Background: an optimization exercise with open tools, aiming at small area, a short achievable clock period and few clock cycles. Do not read the settings as production practice. Only simulation tests tie the RTL to the original design; equivalence was not proved.

<file path="flow/run.sh">
#!/bin/bash
# synth_recipe.tcl (not shown) runs the flow's synth.tcl, then flattens the netlist and writes it again
# the make line also repeats each setting of config.mk as NAME=value (left out here)
make -C /OpenROAD-flow-scripts/flow DESIGN_CONFIG=/design/flow/config.mk WORK_HOME=/design/flow/orfs CLKGATE_MAP_FILE= SYNTH_SCRIPT=/design/flow/synth_recipe.tcl finish
</file>
<file path="flow/config.mk">
export PLATFORM = sky130hd
export DESIGN_NAME = router_top
export DESIGN_NICKNAME = router_top
export VERILOG_FILES = /design/flow/design.v
export SDC_FILE = /design/flow/constraint.sdc
export NUM_CORES = 4
export LEC_CHECK = 0
export CAP_MARGIN = 20
export CORE_MARGIN = 2
export CORE_UTILIZATION = 40
export SLEW_MARGIN = 20
</file>
<file path="flow/constraint.sdc">
create_clock -name core_clock -period 7.5 [get_ports {clk}]
set_input_delay 1.5000 -clock core_clock [delete_from_list [all_inputs] [get_ports {clk}]]
set_output_delay 1.5000 -clock core_clock [all_outputs]
set_load 0.01 [all_outputs]
</file>
<file path="flow/design.v">
`timescale 1ns/1ps
package router_pkg;
  localparam int NUM_PORTS = 5;
  localparam int NUM_VCS   = 2;
  localparam int VC_DEPTH  = 4;
  localparam int COORD_W   = 2;
  localparam int PAYLOAD_W = 16;
  localparam int KIND_W    = 2;
  localparam int VC_W      = 1;
  localparam int PORT_W    = 3;
  localparam int COUNT_W   = 16;
  localparam int FLIT_W    = KIND_W + VC_W + 2 * COORD_W + PAYLOAD_W;
  localparam int PAYLOAD_LSB = 0;
  localparam int DY_LSB      = PAYLOAD_LSB + PAYLOAD_W;
  localparam int DX_LSB      = DY_LSB + COORD_W;
  localparam int VC_LSB      = DX_LSB + COORD_W;
  localparam int KIND_LSB    = VC_LSB + VC_W;
  typedef logic [FLIT_W-1:0]  flit_t;
  typedef logic [KIND_W-1:0]  kind_t;
  typedef logic [PORT_W-1:0]  port_t;
  typedef logic [VC_W-1:0]    vc_t;
  typedef logic [COORD_W-1:0] coord_t;
  typedef logic [COUNT_W-1:0] count_t;
  localparam kind_t KIND_HEAD   = 2'd0;
  localparam kind_t KIND_BODY   = 2'd1;
  localparam kind_t KIND_TAIL   = 2'd2;
  localparam kind_t KIND_SINGLE = 2'd3;
  localparam port_t PORT_NORTH = 3'd0;
  localparam port_t PORT_SOUTH = 3'd1;
  localparam port_t PORT_EAST  = 3'd2;
  localparam port_t PORT_WEST  = 3'd3;
  localparam port_t PORT_LOCAL = 3'd4;
  typedef enum logic [1:0] {VC_IDLE, VC_ROUTED, VC_ACTIVE} vc_state_e;
  function automatic kind_t flit_kind(input flit_t f);
    flit_kind = f[KIND_LSB +: KIND_W];
  endfunction
  function automatic logic is_first(input flit_t f);
    is_first = (flit_kind(f) == KIND_HEAD) || (flit_kind(f) == KIND_SINGLE);
  endfunction
  function automatic logic is_last(input flit_t f);
    is_last = (flit_kind(f) == KIND_TAIL) || (flit_kind(f) == KIND_SINGLE);
  endfunction
endpackage
`timescale 1ns/1ps
module vc_buffer (
  input  logic              clk,
  input  logic              rst_n,
  input  logic              wr_en,
  input  router_pkg::flit_t wr_data,
  input  logic              rd_en,
  output router_pkg::flit_t rd_data,
  output logic              full,
  output logic              empty
);
  localparam int PTR_W = $clog2(router_pkg::VC_DEPTH);
  localparam int CNT_W = $clog2(router_pkg::VC_DEPTH + 1);
  router_pkg::flit_t             mem [0:router_pkg::VC_DEPTH-1];
  logic [PTR_W-1:0]  wr_ptr;
  logic [PTR_W-1:0]  rd_ptr;
  logic [CNT_W-1:0]  count;
  logic              push;
  logic              pop;
  assign push = wr_en && !full;
  assign pop  = rd_en && !empty;
  assign full    = (count == CNT_W'(router_pkg::VC_DEPTH));
  assign empty   = (count == '0);
  assign rd_data = mem[rd_ptr];
  always_ff @(posedge clk) begin
    if (push) begin
      mem[wr_ptr] <= wr_data;
    end
  end
  always_ff @(posedge clk or negedge rst_n) begin
    if (!rst_n) begin
      wr_ptr <= '0;
      rd_ptr <= '0;
      count  <= '0;
    end else begin
      if (push) begin
        wr_ptr <= wr_ptr + 1'b1;
      end
      if (pop) begin
        rd_ptr <= rd_ptr + 1'b1;
      end
      if (push && !pop) begin
        count <= count + 1'b1;
      end else if (pop && !push) begin
        count <= count - 1'b1;
      end
    end
  end
endmodule
`timescale 1ns/1ps
module rr_arbiter #(
  parameter int NUM_REQS = 5
) (
  input  logic                clk,
  input  logic                rst_n,
  input  logic [NUM_REQS-1:0] req,
  input  logic                advance,
  output logic [NUM_REQS-1:0] grant
);
  localparam int PTR_W = (NUM_REQS > 1) ? $clog2(NUM_REQS) : 1;
  logic [PTR_W-1:0] ptr;
  logic [PTR_W-1:0] win_idx;
  logic             found;
  always_comb begin
    grant   = '0;
    win_idx = '0;
    found   = 1'b0;
    for (int i = 0; i < NUM_REQS; i++) begin
      if (!found && req[(int'(ptr) + i) % NUM_REQS]) begin
        found   = 1'b1;
        grant[(int'(ptr) + i) % NUM_REQS] = 1'b1;
        win_idx = PTR_W'((int'(ptr) + i) % NUM_REQS);
      end
    end
  end
  always_ff @(posedge clk or negedge rst_n) begin
    if (!rst_n) begin
      ptr <= '0;
    end else if (advance && found) begin
      if (win_idx == PTR_W'(NUM_REQS - 1)) ptr <= '0;
      else ptr <= win_idx + 1'b1;
    end
  end
endmodule
`timescale 1ns/1ps
module input_unit #(
  parameter router_pkg::coord_t ROUTER_X = 1,
  parameter router_pkg::coord_t ROUTER_Y = 2
) (
  input  logic                             clk,
  input  logic                             rst_n,
  input  logic                             in_valid,
  input  router_pkg::flit_t                in_flit,
  output logic                             in_ready,
  output logic                             sw_req,
  output router_pkg::port_t                sw_out_port,
  output router_pkg::flit_t                sw_flit,
  output logic                             sw_last,
  input  logic                             sw_grant
);
  router_pkg::vc_t                  in_vc;
  logic [router_pkg::NUM_VCS-1:0]   wr_en;
  logic [router_pkg::NUM_VCS-1:0]   rd_en;
  logic [router_pkg::NUM_VCS-1:0]   full;
  logic [router_pkg::NUM_VCS-1:0]   empty;
  router_pkg::flit_t                head_flit [0:router_pkg::NUM_VCS-1];
  router_pkg::vc_state_e            state [0:router_pkg::NUM_VCS-1];
  router_pkg::port_t                out_port_q [0:router_pkg::NUM_VCS-1];
  logic [router_pkg::NUM_VCS-1:0]   routed;
  logic [router_pkg::NUM_VCS-1:0]   sel_grant;
  logic                 any_active;
  router_pkg::vc_t                  act_vc;
  function automatic router_pkg::port_t xy_route(input router_pkg::coord_t dx, input router_pkg::coord_t dy);
    if (dx > ROUTER_X) xy_route = router_pkg::PORT_EAST;
    else if (dx < ROUTER_X) xy_route = router_pkg::PORT_WEST;
    else if (dy > ROUTER_Y) xy_route = router_pkg::PORT_NORTH;
    else if (dy < ROUTER_Y) xy_route = router_pkg::PORT_SOUTH;
    else xy_route = router_pkg::PORT_LOCAL;
  endfunction
  assign in_vc    = in_flit[router_pkg::VC_LSB +: router_pkg::VC_W];
  assign in_ready = !full[in_vc];
  always_comb begin
    for (int v = 0; v < router_pkg::NUM_VCS; v++) begin
      wr_en[v] = in_valid && (in_vc == router_pkg::vc_t'(v)) && !full[v];
      rd_en[v] = any_active && (act_vc == router_pkg::vc_t'(v)) && sw_req && sw_grant;
      routed[v]  = (state[v] == router_pkg::VC_ROUTED);
    end
  end
  for (genvar v = 0; v < router_pkg::NUM_VCS; v++) begin : g_vc
    vc_buffer u_buf (
      .clk     (clk),
      .rst_n   (rst_n),
      .wr_en   (wr_en[v]),
      .wr_data (in_flit),
      .rd_en   (rd_en[v]),
      .rd_data (head_flit[v]),
      .full    (full[v]),
      .empty   (empty[v])
    );
    always_ff @(posedge clk or negedge rst_n) begin
      if (!rst_n) begin
        state[v]      <= router_pkg::VC_IDLE;
        out_port_q[v] <= router_pkg::PORT_LOCAL;
      end else begin
        case (state[v])
          router_pkg::VC_IDLE: begin
            if (!empty[v] && router_pkg::is_first(head_flit[v])) begin
              state[v]      <= router_pkg::VC_ROUTED;
              out_port_q[v] <= xy_route(head_flit[v][router_pkg::DX_LSB +: router_pkg::COORD_W],
                                        head_flit[v][router_pkg::DY_LSB +: router_pkg::COORD_W]);
            end
          end
          router_pkg::VC_ROUTED: begin
            if (sel_grant[v]) state[v] <= router_pkg::VC_ACTIVE;
          end
          router_pkg::VC_ACTIVE: begin
            if (rd_en[v] && sw_last) state[v] <= router_pkg::VC_IDLE;
          end
          default: state[v] <= router_pkg::VC_IDLE;
        endcase
      end
    end
  end
  always_comb begin
    any_active = 1'b0;
    act_vc     = '0;
    for (int v = 0; v < router_pkg::NUM_VCS; v++) begin
      if (state[v] == router_pkg::VC_ACTIVE) begin
        any_active = 1'b1;
        act_vc     = router_pkg::vc_t'(v);
      end
    end
  end
  rr_arbiter #(.NUM_REQS(router_pkg::NUM_VCS)) u_vc_arb (
    .clk     (clk),
    .rst_n   (rst_n),
    .req     (routed & {router_pkg::NUM_VCS{!any_active}}),
    .advance (!any_active),
    .grant   (sel_grant)
  );
  assign sw_req      = any_active && !empty[act_vc];
  assign sw_flit     = head_flit[act_vc];
  assign sw_out_port = out_port_q[act_vc];
  assign sw_last     = router_pkg::is_last(head_flit[act_vc]);
endmodule
`timescale 1ns/1ps
module switch_allocator (
  input  logic                                                   clk,
  input  logic                                                   rst_n,
  input  logic [router_pkg::NUM_PORTS-1:0]                       in_req,
  input  router_pkg::port_t [router_pkg::NUM_PORTS-1:0]          in_port,
  input  router_pkg::flit_t [router_pkg::NUM_PORTS-1:0]          in_flit,
  input  logic [router_pkg::NUM_PORTS-1:0]                       in_last,
  output logic [router_pkg::NUM_PORTS-1:0]                       in_grant,
  input  logic [router_pkg::NUM_PORTS-1:0]                       take,
  output logic [router_pkg::NUM_PORTS-1:0]                       load,
  output router_pkg::flit_t [router_pkg::NUM_PORTS-1:0]          load_flit
);
  logic  [router_pkg::NUM_PORTS-1:0][router_pkg::NUM_PORTS-1:0] cand;
  logic  [router_pkg::NUM_PORTS-1:0][router_pkg::NUM_PORTS-1:0] arb_req;
  logic  [router_pkg::NUM_PORTS-1:0][router_pkg::NUM_PORTS-1:0] out_grant;
  logic  [router_pkg::NUM_PORTS-1:0]                locked;
  logic  [router_pkg::NUM_PORTS-1:0]                load_last;
  router_pkg::port_t [router_pkg::NUM_PORTS-1:0]                lock_in;
  router_pkg::port_t [router_pkg::NUM_PORTS-1:0]                grant_idx;
  always_comb begin
    for (int o = 0; o < router_pkg::NUM_PORTS; o++) begin
      for (int i = 0; i < router_pkg::NUM_PORTS; i++) begin
        cand[o][i] = in_req[i] && (in_port[i] == router_pkg::port_t'(o)) &&
                     (!locked[o] || (lock_in[o] == router_pkg::port_t'(i)));
      end
      arb_req[o] = take[o] ? cand[o] : '0;
    end
  end
  for (genvar o = 0; o < router_pkg::NUM_PORTS; o++) begin : g_out
    rr_arbiter #(.NUM_REQS(router_pkg::NUM_PORTS)) u_arb (
      .clk     (clk),
      .rst_n   (rst_n),
      .req     (arb_req[o]),
      .advance (!locked[o]),
      .grant   (out_grant[o])
    );
  end
  always_comb begin
    in_grant = '0;
    for (int o = 0; o < router_pkg::NUM_PORTS; o++) begin
      load[o]      = |out_grant[o];
      load_flit[o] = '0;
      load_last[o] = 1'b0;
      grant_idx[o] = '0;
      for (int i = 0; i < router_pkg::NUM_PORTS; i++) begin
        if (out_grant[o][i]) begin
          load_flit[o] = in_flit[i];
          load_last[o] = in_last[i];
          grant_idx[o] = router_pkg::port_t'(i);
          in_grant[i]  = 1'b1;
        end
      end
    end
  end
  always_ff @(posedge clk or negedge rst_n) begin
    if (!rst_n) begin
      locked  <= '0;
      lock_in <= '0;
    end else begin
      for (int o = 0; o < router_pkg::NUM_PORTS; o++) begin
        if (load[o]) begin
          locked[o]  <= !load_last[o];
          lock_in[o] <= grant_idx[o];
        end
      end
    end
  end
endmodule
`timescale 1ns/1ps
module output_stage (
  input  logic                                          clk,
  input  logic                                          rst_n,
  input  logic [router_pkg::NUM_PORTS-1:0]              load,
  input  router_pkg::flit_t [router_pkg::NUM_PORTS-1:0] load_flit,
  output logic [router_pkg::NUM_PORTS-1:0]              take,
  output logic [router_pkg::NUM_PORTS-1:0]              out_valid,
  output router_pkg::flit_t [router_pkg::NUM_PORTS-1:0] out_flit,
  input  logic [router_pkg::NUM_PORTS-1:0]              out_ready,
  output router_pkg::count_t                            packets_routed
);
  logic [$clog2(router_pkg::NUM_PORTS+1)-1:0] leaving;
  assign take = ~out_valid | out_ready;
  always_ff @(posedge clk or negedge rst_n) begin
    if (!rst_n) begin
      out_valid <= '0;
    end else begin
      for (int p = 0; p < router_pkg::NUM_PORTS; p++) begin
        if (take[p]) out_valid[p] <= load[p];
      end
    end
  end
  always_ff @(posedge clk) begin
    for (int p = 0; p < router_pkg::NUM_PORTS; p++) begin
      if (take[p] && load[p]) out_flit[p] <= load_flit[p];
    end
  end
  always_comb begin
    leaving = '0;
    for (int p = 0; p < router_pkg::NUM_PORTS; p++) begin
      if (out_valid[p] && out_ready[p] && router_pkg::is_last(out_flit[p])) leaving = leaving + 1'b1;
    end
  end
  always_ff @(posedge clk or negedge rst_n) begin
    if (!rst_n) begin
      packets_routed <= '0;
    end else begin
      packets_routed <= packets_routed + router_pkg::count_t'(leaving);
    end
  end
endmodule
`timescale 1ns/1ps
module router_top #(
  parameter router_pkg::coord_t ROUTER_X = 1,
  parameter router_pkg::coord_t ROUTER_Y = 2
) (
  input  logic                                                    clk,
  input  logic                                                    rst_n,
  input  logic [router_pkg::NUM_PORTS-1:0]                        in_valid,
  input  router_pkg::flit_t [router_pkg::NUM_PORTS-1:0]           in_flit,
  output logic [router_pkg::NUM_PORTS-1:0]                        in_ready,
  output logic [router_pkg::NUM_PORTS-1:0]                        out_valid,
  output router_pkg::flit_t [router_pkg::NUM_PORTS-1:0]           out_flit,
  input  logic [router_pkg::NUM_PORTS-1:0]                        out_ready,
  output router_pkg::count_t                                      packets_routed
);
  logic  [router_pkg::NUM_PORTS-1:0] take;
  logic  [router_pkg::NUM_PORTS-1:0] load;
  router_pkg::flit_t [router_pkg::NUM_PORTS-1:0] load_flit;
  logic  [router_pkg::NUM_PORTS-1:0] sw_req;
  router_pkg::port_t [router_pkg::NUM_PORTS-1:0] sw_out_port;
  router_pkg::flit_t [router_pkg::NUM_PORTS-1:0] sw_flit;
  logic  [router_pkg::NUM_PORTS-1:0] sw_last;
  logic  [router_pkg::NUM_PORTS-1:0] sw_grant;
  for (genvar p = 0; p < router_pkg::NUM_PORTS; p++) begin : g_port
    input_unit #(
      .ROUTER_X (ROUTER_X),
      .ROUTER_Y (ROUTER_Y)
    ) u_in (
      .clk      (clk),
      .rst_n    (rst_n),
      .in_valid (in_valid[p]),
      .in_flit  (in_flit[p]),
      .in_ready (in_ready[p]),
      .sw_req      (sw_req[p]),
      .sw_out_port (sw_out_port[p]),
      .sw_flit     (sw_flit[p]),
      .sw_last     (sw_last[p]),
      .sw_grant    (sw_grant[p])
    );
  end
  switch_allocator u_alloc (
    .clk       (clk),
    .rst_n     (rst_n),
    .in_req    (sw_req),
    .in_port   (sw_out_port),
    .in_flit   (sw_flit),
    .in_last   (sw_last),
    .in_grant  (sw_grant),
    .take      (take),
    .load      (load),
    .load_flit (load_flit)
  );
  output_stage u_out (
    .clk            (clk),
    .rst_n          (rst_n),
    .load           (load),
    .load_flit      (load_flit),
    .take           (take),
    .out_valid      (out_valid),
    .out_flit       (out_flit),
    .out_ready      (out_ready),
    .packets_routed (packets_routed)
  );
endmodule
</file>
==> flow_summary_export.csv <==
group,metric,value,unit
run_status,status,"finished clean",
clocking,clk_latency,0.79,ns
logic_synthesis,ys_async_sr_fraction,14.9,%
job,maxCapViolCount,0,
place,dp.cells,8106,
routing,drt-initial-drc-count,5654,
timing,hold_slack,0.478,ns
setup_path,cp_max_fo,15,
routing,drt-met1-wl,93.1,mm
routing,wire_per_inst,28.0,um
routing,met2_length,111,mm
clocking,clk_pin_slew,0.07,ns
cells_and_area,post_route_cells_drive_above_1_share,15.9,%
global_route,grt_pass1_wl,337,mm
timing,slew_violations,0,
floorplanning,fp.dieH,416,um
global_route,antenna_found_initial,17,
timing,relSlewSlack,17.0,%
routing,via_count,50632,
timing,setup_violations,0,
global_route,grt_pass1_vias,48709,
routing,avgViaCountPerCell,6.07,
logic_synthesis,synth_area_leaders,"edfxtp_1 46%, mux4_2 7.7%, dfrtp_1 6.3%, ha_1 4.1%, nand2_1 2.9%",
setup_path,cp.arrival,7.87,ns
timing,layout_min_cycle_time,7.19,ns
timing,setup_ws,0.315,ns
timing,max_freq,0.139,GHz
timing,setup-tns-final,0,ns
floorplanning,die_area,173000,um2
global_route,overflow,0,
clocking,clock_path_buffers,3,
floorplanning,core,169000,um2
place,dp_slack,0.0140,ns
logic_synthesis,yosysTopAreaCell,"edfxtp_1",
routing,top_layer,"met5",
global_route,grt_max_degree,65,
cells_and_area,fin_nets,6373,
place,dp_hpwl,172,mm
setup_path,critPathLaunchType,"flip-flop",
routing,wirelength,233,mm
setup_path,cp-end-kind,"flip-flop",
clocking,htreeDepth,3,
clocking,cts.root.buffer_cell,"clkbuf_16",
clocking,hold_buffers,0,
logic_synthesis,synthFlopType,"edfxtp_1",
logic_synthesis,ys_seq_area_share,52.3,%
setup_path,critPathKind,"reg2reg",
logic_synthesis,synth_cell_types,133,
floorplanning,initial_utilization,40.2,%
timing,fin_crit_sh,95.8,%
routing,drc,0,
timing,fin_skew,0.0474,ns
timing,worst_pin_slew,1.21,ns
setup_path,required,8.18,ns
cells_and_area,syn2layout_area_growth,15.6,%
routing,ant_nets,0,
floorplanning,ios,268,
logic_synthesis,synth_edf_count,1035,
logic_synthesis,synth_seq_cells,1216,
floorplanning,die_w,416,um
place,gp_congestion,1.02,
logic_synthesis,netlist.area_leader.share,45.7,%
worst_hold_path,hp-class,"reg2reg",
clocking,clock_sinks,1216,
place,port_buffers,267,
cells_and_area,stdcell_count,8343,
clocking,cts_buffers,121,
routing,dr_wl_met3,15.3,mm
floorplanning,rows,151,
routing,drtPass1Iterations,8,
logic_synthesis,syn-cell-area,68000,um2
logic_synthesis,syn_avg_cell_area,12.1,um2
clocking,cts_tree,"done",
global_route,grt_use_total,26.3,%
logic_synthesis,syn_inst,5631,
timing,finalHoldViolCount,0,
timing,rsz0062_at_grt,"no",
logic_synthesis,ys_warn_count,11,
-- critical path, stage by stage (launching register included) --
cell,delay [ns]
dfrtp_1,0.68
buf_4,0.25
xor2_2,0.38
inv_2,0.21
ha_1,0.24
inv_1,0.05
ha_1,0.24
nand4b_1,0.22
o211ai_2,0.10
buf_4,0.19
and3_1,0.19
o31ai_1,0.14
a31oi_1,0.66
o211a_1,0.41
nand4b_1,0.28
buf_4,0.18
nor4_1,0.07
a311oi_1,0.35
buf_4,0.20
o221a_2,0.28
nand4_2,0.40
nand2_1,0.27
ha_1,0.21
inv_1,0.07
fa_1,0.37
xor2_1,0.15
nor2_1,0.11
xor2_1,0.15
-- layer usage --
metal | global-route usage, % | vias up
met5 | 0 | -
met4 | 14.5 | 12
met3 | 4.30 | 531
met2 | 42.9 | 2178
met1 | 33.5 | 25233
li1 | - | 22678
-- state kept, by name (all words and copies together) (netlist names), named ones only --
| name | count |
|---|---|
| g_port.u_in.g_vc.u_buf.count | 30 |
| g_port.u_in.g_vc.u_buf.mem | 920 |
| g_port.u_in.g_vc.u_buf.rd_ptr | 20 |
| g_port.u_in.g_vc.u_buf.wr_ptr | 20 |
| g_port.u_in.out_port_q | 30 |
| g_port.u_in.state | 20 |
| u_alloc.g_out.u_arb.ptr | 15 |
| u_alloc.lock_in | 15 |
| u_alloc.locked | 5 |
| u_out.out_flit | 115 |
| u_out.out_valid | 5 |
| u_out.packets_routed | 16 |
-- cell families (layout without fill, tap and decap cells) --
logic type,Yosys count,in the layout,share of synthesized area [%]
simple gates,1779,1779,13.5
compound gates,1310,1310,14.0
flops,1216,1216,52.3
buf+inv,529,1002,3.22
mux,396,396,10.2
fa+ha+maj,234,234,4.43
xor+xnor,166,166,2.21
other cells,1,22,0.00551
-- final cells by class --
cell class / count / area [um2]
fillers: 15046 / 90400
repair buffers: 516 / 4550
well taps: 2218 / 2780
clock inverters: 73 / 918
multi-input cells: 3898 / 30500
inverters: 259 / 977
clock buffers: 154 / 3280
flip-flops and latches: 1216 / 35600
diodes: 9 / 22.5
-- through the flow --
step | utilization, % | cell area [um2]
floorplan | - | 68100
global route | 46.5 | 78600
finish | 46.5 | 78600
detailed placement | 43.9 | 74300
CTS | 46.4 | 78500
global placement | 43.9 | 74300
-- cells in the final DEF (no fill, tap or decap), types with 53 or more instances in the layout --
| cell | synthesis | layout |
|---|---|---|
| clkdlybuf4s50_1 | 0 | 266 |
| clkbuf_16 | 0 | 121 |
| nand4_1 | 58 | 58 |
| nor4_1 | 57 | 57 |
| nor2_1 | 342 | 341 |
| and2_1 | 70 | 58 |
| o21ai_0 | 194 | 193 |
| ha_1 | 222 | 219 |
| nand2_1 | 524 | 524 |
| buf_4 | 17 | 249 |
| nor3_1 | 129 | 127 |
| o211ai_1 | 66 | 66 |
| nor2b_1 | 58 | 55 |
| dfrtp_1 | 171 | 161 |
| a21oi_1 | 255 | 255 |
| xnor2_1 | 106 | 104 |
| mux4_2 | 233 | 233 |
| nand2b_1 | 91 | 91 |
| nand3_1 | 130 | 129 |
| xor2_1 | 53 | 53 |
| inv_1 | 236 | 235 |
| mux2_2 | 60 | 60 |
| mux2i_1 | 99 | 95 |
| edfxtp_1 | 1035 | 1035 |
-- cells in the mapped netlist, types with 34 or more instances --
master,count
o31ai_1,37
xnor2_1,106
or3_1,45
a21oi_1,255
buf_1,34
mux2i_1,99
nor2_1,342
a31oi_1,51
mux2_2,60
nand4_1,58
buf_2,77
nand2_1,524
a221oi_1,38
a211oi_1,42
xor2_1,53
a22oi_1,47
and2_1,70
nor2b_1,58
clkbuf_1,136
dfrtp_1,171
o22ai_1,49
nand3_1,130
ha_1,222
a221o_1,38
nor3b_1,38
and3_1,40
nor3_1,129
edfxtp_1,1035
o221ai_1,50
o21a_1,37
mux4_2,233
nor4_1,57
o211ai_1,66
inv_1,236
nand2b_1,91
o21ai_0,194
-- repair_timing --
item,4_1_cts,5_1_grt
resized for setup,0,19
setup buffers,0,1
setup endpoints to repair,0,22
-- worst paths after layout --
check                                              start                                endpoint  slack (ns)  cells past startpoint
min                             u_out.packets_routed[15]                u_out.packets_routed[15]        0.48                      1
min in group asynchronous                          rst_n                u_out.packets_routed[15]        0.67                      1
max in group asynchronous                          rst_n  g_port[3].u_in.g_vc[0].u_buf.rd_ptr[0]        5.31                      2
min reg2reg                     u_out.packets_routed[15]                u_out.packets_routed[15]        0.48                      1
max reg2reg                u_alloc.g_out[4].u_arb.ptr[2]   g_port[2].u_in.g_vc[1].u_buf.count[2]        0.31                     27
max                        u_alloc.g_out[4].u_arb.ptr[2]   g_port[2].u_in.g_vc[1].u_buf.count[2]        0.31                     27
Testbench counts, summed over its fixed seeds: cycles 3,166.

-- re-timing with driven ports --
The flow's constraints put no driver on any port. The routed layout listed below was extracted and timed again, unchanged, in two steps. Step 1 sets driving cells, clkbuf_16 on the clock port and buf_2 on the other inputs (assumed; they add their load-dependent delay and slew). Step 2, shift: input delay + t, output delay - t, t = (earliest + latest rising clock arrival at the registers) / 2. This alone moves slack from input paths to output paths. a / b / c = ideal / step 1 / step 2; a / b = the first two.
t, ns: 0.844
setup slack, ns: 0.315 / 0.315 / -0.071
latest minus earliest clock arrival (ns): 0.050 / 0.050
With both steps, setup timing fails in this run, where it was met with ideal ports. For this run, drivers alone change the setup slack by 0.000 ns; drivers and shift together by -0.386 ns.
